This design comes from an exercise in tuning for small area, a short achievable clock period and few clock cycles per item on the open sky130 flow, not from production work. In this exercise RTL edits were held to simulation tests only and were not proved equivalent to the original. Power is estimated from default activity; no workload was simulated.

### design/flow/run.sh
#!/bin/bash
# synth_recipe.tcl (not shown) runs the flow's synth.tcl, then flattens the netlist and writes it again
# the make line also repeats each setting of config.mk as NAME=value (left out here)
make -C /OpenROAD-flow-scripts/flow DESIGN_CONFIG=/design/flow/config.mk WORK_HOME=/design/flow/orfs CLKGATE_MAP_FILE= SYNTH_SCRIPT=/design/flow/synth_recipe.tcl finish
### design/flow/config.mk
export PLATFORM = sky130hd
export DESIGN_NAME = priority_ordered_list
export DESIGN_NICKNAME = priority_ordered_list
export VERILOG_FILES = /design/flow/design.v
export SDC_FILE = /design/flow/constraint.sdc
export NUM_CORES = 4
export LEC_CHECK = 0
export CAP_MARGIN = 50
export CORE_MARGIN = 2
export CORE_UTILIZATION = 30
export PLACE_DENSITY = 0.42
export SETUP_SLACK_MARGIN = 3.0
export SLEW_MARGIN = 65
### design/flow/design.v
`timescale 1ns / 1ps
`default_nettype none
package pol_pkg;
    localparam int DEPTH   = 32;
    localparam int IDX_W   = $clog2(DEPTH);
    localparam int CNT_W   = $clog2(DEPTH + 1);
    localparam int INDEX_W = 6;
    localparam int POS_W   = 7;
    localparam int CMP_W   = CNT_W + INDEX_W;
    localparam int ENTRY_W = 32;
    typedef enum logic [1:0] {
        OP_INSERT = 2'd0,
        OP_REMOVE = 2'd1,
        OP_READ   = 2'd2,
        OP_NOP    = 2'd3
    } op_t;
    typedef enum logic [1:0] {
        ST_OK        = 2'd0,
        ST_FULL      = 2'd1,
        ST_NOT_FOUND = 2'd2,
        ST_RANGE     = 2'd3
    } status_t;
    typedef struct packed {
        logic [15:0] sort_key;
        logic [7:0]  prio;
        logic [7:0]  handle;
    } entry_t;
    typedef struct packed {
        op_t                op;
        logic [7:0]         handle;
        logic [7:0]         prio;
        logic [15:0]        sort_key;
        logic [INDEX_W-1:0] index;
    } req_t;
    typedef struct packed {
        status_t          status;
        logic [POS_W-1:0] position;
        logic [7:0]       out_handle;
        logic [7:0]       out_prio;
        logic [15:0]      out_sort_key;
        logic [POS_W-1:0] count;
    } rsp_t;
    typedef struct packed {
        op_t                op;
        logic               ins_en;
        logic               del_en;
        entry_t             probe;
        logic [INDEX_W-1:0] rd_index;
        logic [CNT_W-1:0]   count;
    } cell_ctl_t;
endpackage
`default_nettype wire
`timescale 1ns / 1ps
`default_nettype none
module priority_ordered_list (
    input  wire logic          clk,
    input  wire logic          rst_n,
    input  wire logic          req_valid,
    output logic               req_ready,
    input  wire pol_pkg::req_t req,
    output logic               rsp_valid,
    input  wire logic          rsp_ready,
    output pol_pkg::rsp_t      rsp
);
    localparam int N  = 32;
    localparam int KW = 24;    
    localparam int HW = 8;     
    logic [N*KW-1:0] keys;
    logic [N*HW-1:0] hnds;
    logic [N-1:0]    valid;
    logic [5:0]      count;
    logic [N-1:0]    fg;
    logic [N-1:0]    fgr;
    logic            sh_ins;     
    logic            sh_rem;     
    logic [4:0]      sh_pos;
    logic            sh_gp;      
    logic            sh_top;     
    logic [N-1:0]    fm;
    logic [N-1:0]    fh;
    logic            d_v;
    logic [1:0]      d_op;
    logic [HW-1:0]   d_h;
    logic [KW-1:0]   d_k;
    logic [5:0]      d_idx;
    logic            e_v;
    logic [1:0]      e_op;
    logic [HW-1:0]   e_h;
    logic [KW-1:0]   e_k;
    logic [5:0]      e_idx;
    logic [N-1:0]    e_oh;       
    logic            e_multi;    
    logic            e_first;    
    logic [4:0]      hold_pos;
    logic [KW-1:0]   hold_k;
    logic            hv;
    logic            tv;
    logic [47:0]     h_rsp;
    logic [47:0]     t_rsp;
    logic            rr_dv;      
    logic            exec;
    logic            e_ins;
    logic            e_rem;
    logic            e_rd;
    logic            full;
    logic            ins_go;
    logic            rem_go;
    logic            e_consume;
    logic            d_adv;
    logic [N-1:0]    first;
    logic [N-1:0]    ins_mark;
    logic [N-1:0]    ins_prev;
    logic [N-1:0]    take_prev;
    logic [N-1:0]    take_probe;
    logic [N-1:0]    take_next;
    logic [N-1:0]    take_hold;
    logic            found;
    assign exec      = e_v && !tv;
    assign e_ins     = (e_op == 2'd0);
    assign e_rem     = (e_op == 2'd1);
    assign e_rd      = (e_op == 2'd2);
    assign full      = valid[N-1];
    assign ins_go    = exec && e_ins && !full;
    assign rem_go    = exec && e_rem;
    assign e_consume = exec && !e_multi;
    assign d_adv     = !e_v || e_consume;
    assign first     = fh & ~{fh[N-2:0], 1'b0};
    assign found     = fh[N-1];
    always_comb
    begin
        logic [N:0] up;
        up = {sh_top, fgr};
        for (int i = 0; i < N; i++)
        begin
            if (sh_ins && (5'(i) > sh_pos))
            begin
                fg[i] = (i > 0) ? up[(i > 0) ? i-1 : 0] : 1'b0;
            end
            else if (sh_ins && (5'(i) == sh_pos))
            begin
                fg[i] = sh_gp;
            end
            else if (sh_rem && (5'(i) >= sh_pos))
            begin
                fg[i] = up[i+1];
            end
            else
            begin
                fg[i] = up[i];
            end
        end
    end
    assign ins_prev  = {fg[N-2:0], 1'b0};
    assign ins_mark  = fg & ~ins_prev;
    assign take_prev  = {N{ins_go}} & ins_prev;
    assign take_probe = {N{ins_go}} & ins_mark;
    assign take_next  = {N{rem_go}} & fh;
    assign take_hold  = ~(take_prev | take_probe | take_next);
    function automatic logic lt24(input logic [KW-1:0] a, input logic [KW-1:0] b);
        logic [KW-1:0] g;
        logic [KW-1:0] p;
        g = ~a & b;
        p = ~a | b;
        for (int s = 1; s < KW; s = s * 2)
        begin
            for (int j = 0; j + s < KW; j = j + 2 * s)
            begin
                g[j] = g[j+s] | (p[j+s] & g[j]);
                p[j] = p[j+s] & p[j];
            end
        end
        lt24 = g[0];
    endfunction
    function automatic logic [N-1:0] prefix_or(input logic [N-1:0] v);
        logic [N-1:0] p;
        p = v;
        for (int s = 0; s < 5; s++)
        begin
            for (int i = 0; i < N; i++)
            begin
                if ((i >> s) & 1)
                begin
                    p[i] = p[i] | p[((i >> s) << s) - 1];
                end
            end
        end
        prefix_or = p;
    endfunction
    logic [N-1:0]    cg;
    logic [N-1:0]    cm;
    logic [N-1:0]    ch;
    logic            cg_p;
    logic            cm_p;
    logic [N-1:0]    e_rest;
    logic [N-1:0]    e_rest_h;
    logic [N-1:0]    src_m;
    logic [N-1:0]    src_h;
    always_comb
    begin
        for (int i = 0; i < N; i++)
        begin
            cg[i] = !valid[i] || lt24(d_k, keys[i*KW +: KW]);
            cm[i] = valid[i] && (d_h == hnds[i*HW +: HW]);
        end
    end
    assign ch    = prefix_or(cm);
    assign cg_p  = lt24(d_k, e_k);
    assign cm_p  = (d_h == e_h);
    assign e_rest   = fm & ~first;
    assign e_rest_h = prefix_or(e_rest);
    assign src_m = d_adv ? cm : fm;
    assign src_h = d_adv ? ch : (rem_go ? e_rest_h : fh);
    logic cm_1;
    logic cm_2;
    logic fm_3;
    always_comb
    begin
        logic [2*N-1:0] c;
        logic [3*N-1:0] f;
        for (int i = 0; i < N; i++)
        begin
            c[2*i +: 2] = {1'b0, cm[i]};
            f[3*i +: 3] = {2'b00, fm[i]};
        end
        for (int s = 1; s < N; s = s * 2)
        begin
            for (int i = 0; i < N; i = i + 2 * s)
            begin
                c[2*i +: 2] = {c[2*i+1] | c[2*(i+s)+1] | (c[2*i] & c[2*(i+s)]),
                               c[2*i] | c[2*(i+s)]};
                f[3*i +: 3] = {f[3*i+2] | f[3*(i+s)+2] | (f[3*i+1] & f[3*(i+s)]) | (f[3*i] & f[3*(i+s)+1]),
                               f[3*i+1] | f[3*(i+s)+1] | (f[3*i] & f[3*(i+s)]),
                               f[3*i] | f[3*(i+s)]};
            end
        end
        cm_1 = c[0];
        cm_2 = c[1];
        fm_3 = f[2];
    end
    logic [N*KW-1:0] keys_n;
    logic [N*HW-1:0] hnds_n;
    logic [N-1:0]    valid_n;
    logic [N-1:0]    fm_n;
    logic [N-1:0]    fh_n;
    logic [N*KW-1:0] keys_l;
    logic [N*HW-1:0] hnds_l;
    logic [N-1:0]    valid_l;
    logic [N-1:0]    m_l;
    logic [N-1:0]    h_l;
    logic [N*KW-1:0] keys_r;
    logic [N*HW-1:0] hnds_r;
    logic [N-1:0]    valid_r;
    logic [N-1:0]    m_r;
    logic [N-1:0]    h_r;
    logic            h_kill;
    assign keys_l  = {keys[(N-1)*KW-1:0], {KW{1'b0}}};
    assign hnds_l  = {hnds[(N-1)*HW-1:0], {HW{1'b0}}};
    assign valid_l = {valid[N-2:0], 1'b0};
    assign m_l     = {src_m[N-2:0], 1'b0};
    assign h_l     = {src_h[N-2:0], 1'b0} | {N{cm_p}};
    assign keys_r  = {{KW{1'b0}}, keys[N*KW-1:KW]};
    assign hnds_r  = {{HW{1'b0}}, hnds[N*HW-1:HW]};
    assign valid_r = {1'b0, valid[N-1:1]};
    assign m_r     = {1'b0, src_m[N-1:1]};
    assign h_r     = {src_h[N-1], src_h[N-1:1]};
    assign h_kill  = d_adv && rem_go && cm_p;
    always_comb
    begin
        for (int i = 0; i < N; i++)
        begin
            keys_n[i*KW +: KW] = ({KW{take_prev[i]}}  & keys_l[i*KW +: KW]) |
                                 ({KW{take_probe[i]}} & e_k) |
                                 ({KW{take_next[i]}}  & keys_r[i*KW +: KW]) |
                                 ({KW{take_hold[i]}}  & keys[i*KW +: KW]);
            hnds_n[i*HW +: HW] = ({HW{take_prev[i]}}  & hnds_l[i*HW +: HW]) |
                                 ({HW{take_probe[i]}} & e_h) |
                                 ({HW{take_next[i]}}  & hnds_r[i*HW +: HW]) |
                                 ({HW{take_hold[i]}}  & hnds[i*HW +: HW]);
            valid_n[i] = (take_prev[i] & valid_l[i]) | take_probe[i] |
                         (take_next[i] & valid_r[i]) | (take_hold[i] & valid[i]);
            fm_n[i]    = (take_prev[i] & m_l[i]) | (take_probe[i] & cm_p) |
                         (take_next[i] & m_r[i]) | (take_hold[i] & src_m[i]);
            fh_n[i]    = ((take_prev[i] | take_probe[i]) & h_l[i]) |
                         (take_next[i] & h_r[i] & !h_kill) | (take_hold[i] & src_h[i]);
        end
    end
    logic [N-1:0]    rd_sel;
    logic [N-1:0]    out_sel;
    logic [N-1:0]    pos_sel;
    logic [4:0]      enc;
    logic [HW-1:0]   mux_h;
    logic [KW-1:0]   mux_k;
    logic            in_range;
    logic [5:0]      count_p1;
    logic [5:0]      count_m1;
    logic [5:0]      count_n;
    logic [47:0]     r;
    assign rd_sel   = e_oh & valid;
    assign in_range = |rd_sel;
    assign out_sel  = rd_sel | first;
    assign pos_sel  = ins_mark | first;
    always_comb
    begin
        enc   = '0;
        mux_h = '0;
        mux_k = '0;
        for (int i = 0; i < N; i++)
        begin
            if (pos_sel[i])
            begin
                enc = enc | 5'(i);
            end
            mux_h = mux_h | ({HW{out_sel[i]}} & hnds[i*HW +: HW]);
            mux_k = mux_k | ({KW{out_sel[i]}} & keys[i*KW +: KW]);
        end
    end
    assign count_p1 = count + 6'd1;
    assign count_m1 = count - 6'd1;
    assign count_n  = ins_go ? count_p1 : ((rem_go && found) ? count_m1 : count);
    always_comb
    begin
        r = '0;
        case (e_op)
            2'd0:
            begin
                r[38:31] = e_h;
                if (full)
                begin
                    r[47:46] = 2'd1;
                end
                else
                begin
                    r[45:39] = {2'b00, enc};
                    r[30:7]  = e_k;
                end
            end
            2'd1:
            begin
                r[38:31] = e_h;
                if (e_first)
                begin
                    r[47:46] = found ? 2'd0 : 2'd2;
                    r[45:39] = {2'b00, enc};
                    r[30:7]  = mux_k;
                end
                else
                begin
                    r[45:39] = {2'b00, hold_pos};
                    r[30:7]  = hold_k;
                end
            end
            2'd2:
            begin
                r[47:46] = in_range ? 2'd0 : 2'd3;
                r[45:39] = {1'b0, e_idx};
                r[38:31] = mux_h;
                r[30:7]  = mux_k;
            end
            default:
            begin
            end
        endcase
        r[6:0] = {1'b0, count_n};
    end
    logic pop;
    logic d_load;
    logic d_v_n;
    logic e_v_n;
    logic e_multi_n;
    logic tv_n;
    logic nx_rem;
    assign req_ready = rr_dv || (!tv && !e_multi);
    assign d_load    = req_valid && req_ready;
    assign pop       = hv && rsp_ready;
    assign rsp_valid = hv;
    assign rsp       = h_rsp;
    assign d_v_n  = d_load || (d_v && !d_adv);
    assign nx_rem = d_adv ? (d_op == 2'd1) : e_rem;
    assign e_v_n = d_adv ? d_v : e_v;
    assign tv_n  = tv ? !pop : (e_consume && hv && !pop);
    always_comb
    begin
        e_multi_n = e_multi;
        if (d_adv)
        begin
            e_multi_n = (d_op == 2'd1) && (cm_2 || (ins_go && cm_p && cm_1));
        end
        else if (rem_go)
        begin
            e_multi_n = fm_3;
        end
    end
    always_ff @(posedge clk or negedge rst_n)
    begin
        if (!rst_n)
        begin
            valid   <= '0;
            count   <= '0;
            d_v     <= 1'b0;
            e_v     <= 1'b0;
            e_multi <= 1'b0;
            e_first <= 1'b0;
            hv      <= 1'b0;
            tv      <= 1'b0;
            rr_dv   <= 1'b1;
        end
        else
        begin
            valid   <= valid_n;
            count   <= count_n;
            d_v     <= d_v_n;
            e_v     <= e_v_n;
            e_multi <= e_multi_n;
            rr_dv   <= !d_v_n || !e_v_n;
            tv      <= tv_n;
            if (d_adv)
            begin
                e_first <= 1'b1;
            end
            else if (rem_go)
            begin
                e_first <= 1'b0;
            end
            if (!hv || pop)
            begin
                hv <= tv || e_consume;
            end
        end
    end
    always_ff @(posedge clk)
    begin
        keys <= keys_n;
        hnds <= hnds_n;
        if (d_adv)
        begin
            fgr    <= cg & {N{d_op == 2'd0}};
            sh_ins <= ins_go;
            sh_rem <= rem_go && found;
            sh_pos <= enc;
            sh_gp  <= cg_p && (d_op == 2'd0);
            sh_top <= (d_op == 2'd0);
        end
        fm   <= fm_n;
        fh   <= fh_n & {N{nx_rem}};
        if (d_load)
        begin
            d_op  <= req.op;
            d_h   <= req.handle;
            d_k   <= {req.prio, req.sort_key};
            d_idx <= req.index;
        end
        if (d_adv)
        begin
            e_op  <= d_op;
            e_h   <= d_h;
            e_k   <= d_k;
            e_idx <= d_idx;
            for (int i = 0; i < N; i++)
            begin
                e_oh[i] <= (d_op == 2'd2) && (d_idx == 6'(i));
            end
        end
        if (rem_go && e_first)
        begin
            hold_pos <= enc;
            hold_k   <= mux_k;
        end
        if (!hv || pop)
        begin
            h_rsp <= tv ? t_rsp : r;
        end
        if (e_consume && hv && !pop)
        begin
            t_rsp <= r;
        end
    end
endmodule
`default_nettype wire
### design/flow/constraint.sdc
create_clock -name core_clock -period 7.0 [get_ports {clk}]
set_input_delay 1.4000 -clock core_clock [delete_from_list [all_inputs] [get_ports {clk}]]
set_output_delay 1.4000 -clock core_clock [all_outputs]
set_load 0.01 [all_outputs]
==> impl_metrics.toml, run 1 <==
[floorplan]
rows = 192
die-area_sq_mm = 0.279
core_sq_mm = 0.273
fp.dieH_microns = 528
start_util_pct = 30.2
io_pins = 94
die_x_microns = 528

[drt]
drt_iter0_drc = 24000
wire_per_inst_microns = 48.2
drtPass1Iterations = 14
drc = 0
drt_wl_total_mm = 660
num_vias = 102000
ant_nets = 0
viasPerCell = 7.41

[pwr]
p_per_area_mw_per_mm2 = 539
cellInternalPower_w = 0.0253
ir_drop_mv = 0.223
p_sw_share_pct = 53.2
power_w = 0.0540
comb_power_share_pct = 45.6
clockPowerShare_pct = 19.1
pwr-share-seq_pct = 35.4
p_switching_w = 0.0287
leakage_nw = 38.9

[setup_path]
critPathLaunchType = "flip-flop"
crit_required_ns = 7.70
crit_type = "reg -> reg"
cp.arrival_ns = 4.85
crit_fanout = 11
cp-end-kind = "flip-flop"

[sta]
slew_headroom_pct = 58.2
period_needed_ns = 4.16
drv_slew = 0
fmax_ghz = 0.241
skew_ns = 0.0785
hold_violations = 0
period_share_pct = 59.4
worstMarginPinSlew_ns = 0.622
setup_violations = 0
setup_tns_ns = 0
grt_setup_unrepaired = "yes"

[clocking]
cts_buffers = 183
clk_latency_ns = 0.96
clockBufferDepth = 4
cts.clk_slew.worst_paths_ns = 0.06
cts_tree = "built"
htree_levels = 4
cts_root_buf = "clkbuf_16"
cts_sinks = 1407
cts_hold_buf = 0

[global_route]
first_global_vias = 90500
grt_max_degree = 69
track_usage_pct = 45.2
grt_pass1_wl_mm = 863
antenna_found_initial = 57
grt_overflow = 0

[logic_synthesis]
synth-seq-cells = 1407
ys.flop_type = "dfxtp_1"
syn_inst = 9944
synth_edf_count = 274
synth.avg_cell_area_sq_um = 8.29
syn-cell-area_sq_mm = 0.0824
yosysWarnings = 1
ys_types = 103
synthArstFlopShare_pct = 3.20
synth_seq_area_share_pct = 37.8

[cells_and_area]
n_fill_cell = 28000
drive_gt1_share_pct = 15.5
multi_input_area_sq_mm = 0.0487
utilization_pct = 36.6
syn2layout_area_growth_pct = 21.5
final_nets = 9962
ff_latch_area_sq_mm = 0.0312

[run_status]
status = "finished clean"

[run]
cap_violations = 0

[placement]
gp_congestion = 1.10
io_buffers = 91
hpwlAfterDp_mm = 470

[hold_path]
hold_path_class = "in -> async"
==> layout by cell type, fill, tap and decap left out, types with 114 or more instances in the layout <==
master     instances
nand2_1         1931
dfxtp_1         1073
a222oi_1         899
a22oi_1          426
buf_4            388
a21oi_1          362
nor2_1           350
inv_1            320
o21ai_0          303
edfxtp_1         274
a22o_1           245
clkbuf_16        188
xnor2_1          168
a221oi_1         157
o22ai_1          153
nand3_1          150
nand4_1          150
a221o_1          144
maj3_1           132
nor2b_1          114
==> stage by stage <==
stage | hold slack, ns | cells | cell area (sq um) | setup slack [ns]
2_1_floorplan | 0.424 | 9945 | 82500 | 3.24
3_3_place_gp | 0.472 | 13100 | 88000 | 1.99
3_5_place_dp | 0.487 | 13200 | 92400 | 2.51
4_1_cts | 0.328 | 13600 | 98900 | 2.92
5_1_grt | 0.368 | 13700 | 100000 | 2.93
6_report | 0.351 | 13700 | 100000 | 2.84
==> power by group through the flow <==
stage | Sequential, W | Combinational [W] | Clock [W]
floorplan | 0.0151 | 0.0111 | 0
CTS | 0.0185 | 0.0223 | 0.0103
global route | 0.0190 | 0.0247 | 0.0105
finish | 0.0191 | 0.0246 | 0.0103
detailed placement | 0.0187 | 0.0221 | 0
global placement | 0.0189 | 0.0207 | 0
==> sequential cells by signal (all words and copies together) (netlist names), 46 cells and up <==
register,cells
hnds,256
t_rsp,46
h_rsp,46
keys,768
==> per-layer routing <==
layer	GRT usage, %	vias up	part of all wire, %
met5	0.121	-	0.037
met1	56.1	50200	37
li1	-	38700	-
met4	34.4	32	9.1
met2	60.5	10100	38
met3	19.9	2489	16
==> what timing repair did <==
item,4_1_cts,5_1_grt
setup endpoints to repair,42,37
setup buffers,20,26
resized for setup,33,63
gates cloned,0,1
pin swaps,3,13
==> area by class of cell <==
class / count / share of cell area [%]
Clock inverter: 75 / 0.876
Timing Repair Buffer: 792 / 8.13
Antenna cell: 40 / 0.0999
Clock buffer: 266 / 5.36
Inverter: 348 / 1.35
Multi-Input combinational cell: 7184 / 48.6
Sequential cell: 1407 / 31.1
Tap cell: 3589 / 4.48
==> worst max-delay path, stage by stage (launching register included) <==
cell,delay (ns)
dfrtp_1,0.59
nand2_1,0.30
nand2_4,0.29
buf_4,0.38
a22o_1,0.33
a221oi_1,0.45
nand4_1,0.15
or3_1,0.59
a22oi_1,0.22
o21ai_0,0.11
buf_4,0.22
mux2_2,0.27
==> cells by family after synthesis <==
logic type	count (synthesis)	share of synthesized area [%]
fa+ha+maj	141	1.72
flops	1407	37.8
other cells	1	0.00455
simple gates	3342	17.9
buf+inv	1354	6.29
mux	104	1.35
compound gates	3326	32.1
xor+xnor	269	2.86
==> synth_stat cells, types with 48 or more instances <==
master	count	area, sq um
mux2i_1	48	480
nand2b_1	105	657
xor2_1	100	876
maj3_1	137	1370
or3_1	52	325
nor2b_1	122	763
buf_1	99	372
nand2_1	1970	7390
a222oi_1	899	9000
o2111ai_1	51	447
dfxtp_1	1088	21800
a21oi_1	384	1920
a22o_1	245	2150
o22ai_1	159	995
edfxtp_1	274	8230
a221o_1	144	1440
and2_1	53	332
nor2_1	392	1470
xnor2_1	169	1480
o221ai_1	94	823
a22oi_1	427	3210
inv_1	339	1270
nand3_1	152	761
nand4_1	150	938
o21ai_0	342	1710
mux2_2	56	631
and3_1	56	350
a31oi_1	72	450
a221oi_1	169	1480
clkbuf_1	856	3210
nor3_1	157	786
==> path summary, 6_finish.rpt <==
path / start / to / slack (ns) / cells after the start
hold / removal: rst_n / count[5]$_DFF_PN0_ / 0.35 / 1
max in group asynchronous: rst_n / valid[23]$_DFF_PN0_ / 5.75 / 4
min in group core_clock: count[5]$_DFF_PN0_ / count[5]$_DFF_PN0_ / 0.49 / 1
hold reg to reg: count[5]$_DFF_PN0_ / count[5]$_DFF_PN0_ / 0.49 / 1
setup reg to reg: valid[29]$_DFF_PN0_ / h_rsp[24]$_DFFE_PP_ / 2.84 / 11
setup / recovery: valid[29]$_DFF_PN0_ / h_rsp[24]$_DFFE_PP_ / 2.84 / 11
Testbench counts, summed over its fixed seeds: cycles 12,272, items 12,000.
==> run 2: changes to the inputs <==
--- a/design/flow/config.mk
+++ b/design/flow/config.mk
@@ -6,8 +6,8 @@
 export NUM_CORES = 4
 export LEC_CHECK = 0
-export CAP_MARGIN = 50
+export CAP_MARGIN = 25
 export CORE_MARGIN = 2
 export CORE_UTILIZATION = 30
 export PLACE_DENSITY = 0.42
 export SETUP_SLACK_MARGIN = 3.0
-export SLEW_MARGIN = 65
+export SLEW_MARGIN = 30
==> run 2 against run 1 <==
Compared with the run above:
- combinational power down 4%
- still clean on timing, DRC and antenna
- largest power group unchanged
- via count is 1.0% lower
- clock power barely moved
- core utilization fell by 1.2 points
- die area did not move
- synthesized cell count unchanged
- worst hold slack got worse by 0.0047 ns
- clock skew is 0.015 ns lower
- critical endpoint is now fgr[19]$_DFFE_PN_
- synthesized area is the same
- register-to-register slack is essentially flat
- critical path depth down 1
==> impl_metrics.toml, run 2 <==
[sta]
skew_ns = 0.0630
grt_setup_unrepaired = "yes"
setup_tns_ns = 0
period_needed_ns = 4.15
hold_violations = 0
setup_violations = 0
slew_headroom_pct = 18.1
fmax_ghz = 0.241
period_share_pct = 59.3
worstMarginPinSlew_ns = 1.23
drv_slew = 0

[logic_synthesis]
ys_types = 103
synthArstFlopShare_pct = 3.20
yosysTopAreaCellShare_pct = 26.4
yosys-top-cells-count = "nand2_1 (1970), dfxtp_1 (1088), a222oi_1 (899)"
synth.avg_cell_area_sq_um = 8.29
synth_area_leaders = "dfxtp_1 (26%), a222oi_1 (11%), edfxtp_1 (10%)"
synth-seq-cells = 1407
syn_inst = 9944
synth_edf_count = 274
yosysTopAreaCell = "dfxtp_1"
yosysWarnings = 1
ys.flop_type = "dfxtp_1"
syn-cell-area_sq_mm = 0.0824
yosys.cell_count.top_type = "nand2_1"
synth_seq_area_share_pct = 37.8

[hold_path]
hold_path_class = "in -> async"

[floorplan]
die-area_sq_mm = 0.279
start_util_pct = 30.2
fp.dieH_microns = 528
io_pins = 94
core_sq_mm = 0.273
rows = 192
die_x_microns = 528

[drt]
wire_per_inst_microns = 48.8
viasPerCell = 7.40
top_layer_used = "met5"
ant_nets = 0
route.met3.wl_mm = 106
wl_met2_mm = 254
wl_met1_mm = 239
num_vias = 100000
drt_iter0_drc = 24900
drtPass1Iterations = 14
drt_wl_total_mm = 662
drc = 0

[setup_path]
path_delay_family = "compound AO/OA/AOI/OAI gates"
crit_type = "reg -> reg"
critPathSlowestCell = "o22ai_1"
critPathLaunchType = "flip-flop"
slowest_delay_ns = 0.66
crit_path_end = "fgr[19]$_DFFE_PN_"
timing.rr.start = "d_k[22]$_DFFE_PP_"
reg2reg_depth = 10
worstPathCellList = "buf_4, inv_1, buf_4, o22ai_1, a21oi_1, nor4b_2, a221oi_1, o311ai_0, o21ai_0, a21oi_4"
critPathBufInv = 3
crit_top_cell = "buf_4"
reg2reg_slack_ns = 2.85
crit_required_ns = 7.65
cp-end-kind = "flip-flop"
startpoint = "d_k[22]$_DFFE_PP_"
crit_fanout = 39
path_depth = 10
cp.arrival_ns = 4.81
reg2reg_to = "fgr[19]$_DFFE_PN_"

[clocking]
clk_latency_ns = 0.94
htree_levels = 4
cts_root_buf = "clkbuf_16"
cts.clk_slew.worst_paths_ns = 0.06
cts_tree = "built"
cts_hold_buf = 0
cts_buffers = 183
cts_sinks = 1407
clockBufferDepth = 4

[cells_and_area]
final_cell_mix = "nand2_1 (1932), dfxtp_1 (1088), a222oi_1 (899)"
instances_no_fill = 13600
multi_input_area_sq_mm = 0.0480
n_fill_cell = 28300
final_common_cell = "nand2_1"
ff_latch_area_sq_mm = 0.0312
largest_register = "keys"
drive_gt1_share_pct = 13.2
largestRegisters = "keys: 768 flops, hnds: 256 flops"
final_nets = 9815
largest_reg_flops = 768
syn2layout_area_growth_pct = 17.5

[placement]
io_buffers = 91
hpwlAfterDp_mm = 451
place_inst = 13100
gp_congestion = 1.10

[pwr]
p_per_area_mw_per_mm2 = 550
leakage_nw = 37.6
ir_drop_mv = 0.242
power_w = 0.0533

[global_route]
track_usage_pct = 45.0
grt_overflow = 0
first_global_vias = 89800
grt_max_degree = 69
grt_pass1_wl_mm = 860
antenna_found_initial = 67

[run]
cap_violations = 0

[run_status]
status = "finished clean"
run 2: metal layers:
metal  vias up  GRT usage, %
met5         -         0.260
met4        46          34.4
met3      2519          20.4
met2     10200          60.6
met1     49400          55.3
li1      38300             -
run 2: cell type report:
type                       instances  share of cell area, %
inverter                         348                   1.39
multi-input combinational       7187                   49.6
timing repair buffer             642                   5.63
clock inverter                    59                  0.704
tap                             3589                   4.64
sequential                      1407                   32.2
antenna                           58                  0.150
clock buffer                     281                   5.76
run 2: cells by family (layout without fill, tap and decap cells):
kind of cell | after synthesis | in the layout | share of synthesized area [%]
simple gates | 3342 | 3345 | 17.9
compound gates | 3326 | 3326 | 32.1
flops | 1407 | 1407 | 37.8
buf+inv | 1354 | 1330 | 6.29
xor+xnor | 269 | 269 | 2.86
fa+ha+maj | 141 | 141 | 1.72
mux | 104 | 104 | 1.35
other cells | 1 | 60 | 0.00455
run 2: worst register-to-register path, delay by kind of cell (launching register included):
family,cells,cell delay (ns)
simple gates,1,0.24
flops,1,0.32
compound gates,6,2.47
buf+inv,3,0.85
run 2: metrics by stage:
step | worst slack (ns) | util [%] | area [sq um] | hold slack, ns
floorplan | 3.24 | - | 82500 | 0.424
global placement | 1.99 | 32.2 | 88000 | 0.472
detailed placement | 2.07 | 32.3 | 88200 | 0.485
CTS | 2.84 | 34.9 | 95500 | 0.324
global route | 2.84 | 35.4 | 96700 | 0.366
finish | 2.85 | 35.4 | 96800 | 0.346
run 2: worst min-delay path by stage:
stage                       startpoint                 end  slack [ns]  depth (start not counted)
global route                     rst_n  count[3]$_DFF_PN0_        0.37                          1
CTS                              rst_n  count[0]$_DFF_PN0_        0.32                          1
global placement      keys[93]$_DFF_P_    keys[93]$_DFF_P_        0.47                          2
floorplan             d_h[0]$_DFFE_PP_    e_h[0]$_DFFE_PN_        0.42                          0
finish                           rst_n  count[3]$_DFF_PN0_        0.35                          1
detailed placement  count[5]$_DFF_PN0_  count[5]$_DFF_PN0_        0.49                          1
run 2: what timing repair did:
action	in CTS	in global routing
resized for setup	126	145
setup endpoints to repair	789	344
setup buffers	59	44
pin swaps	8	28
cloned	0	4
endpoints found under the hold margin	0	0
run 2: power breakdown:
group | leakage [nW] | internal, W | switching [W]
combinational | 22.2 | 0.00692 | 0.0168
sequential | 12.3 | 0.0120 | 0.00730
clock | 3.08 | 0.00594 | 0.00433

[what the ideal ports hide]
Ports are ideal in the flow. The routed layouts listed here were re-timed in OpenROAD. Step 1, drivers: a clkbuf_16 drives clk and a buf_2 each remaining input, both assumed. Step 2 times the ports against the registers' clock, not the clock port: input delays grow and output delays shrink by t, the midpoint of the rising clock arrivals with the driver on. Slacks: ideal / step 1 / step 2; pairs: ideal / step 1.
run	t, ns	slack for setup (ns)	cell pins on the clock port's net
run 1	1.028	2.843 / 2.843 / 2.843	1
run 2	1.016	2.847 / 2.847 / 2.690	1
After both steps every run listed still meets setup and hold. For run 2, which loses most, drivers alone change the setup slack by 0.000 ns; drivers and shift together by -0.157 ns.
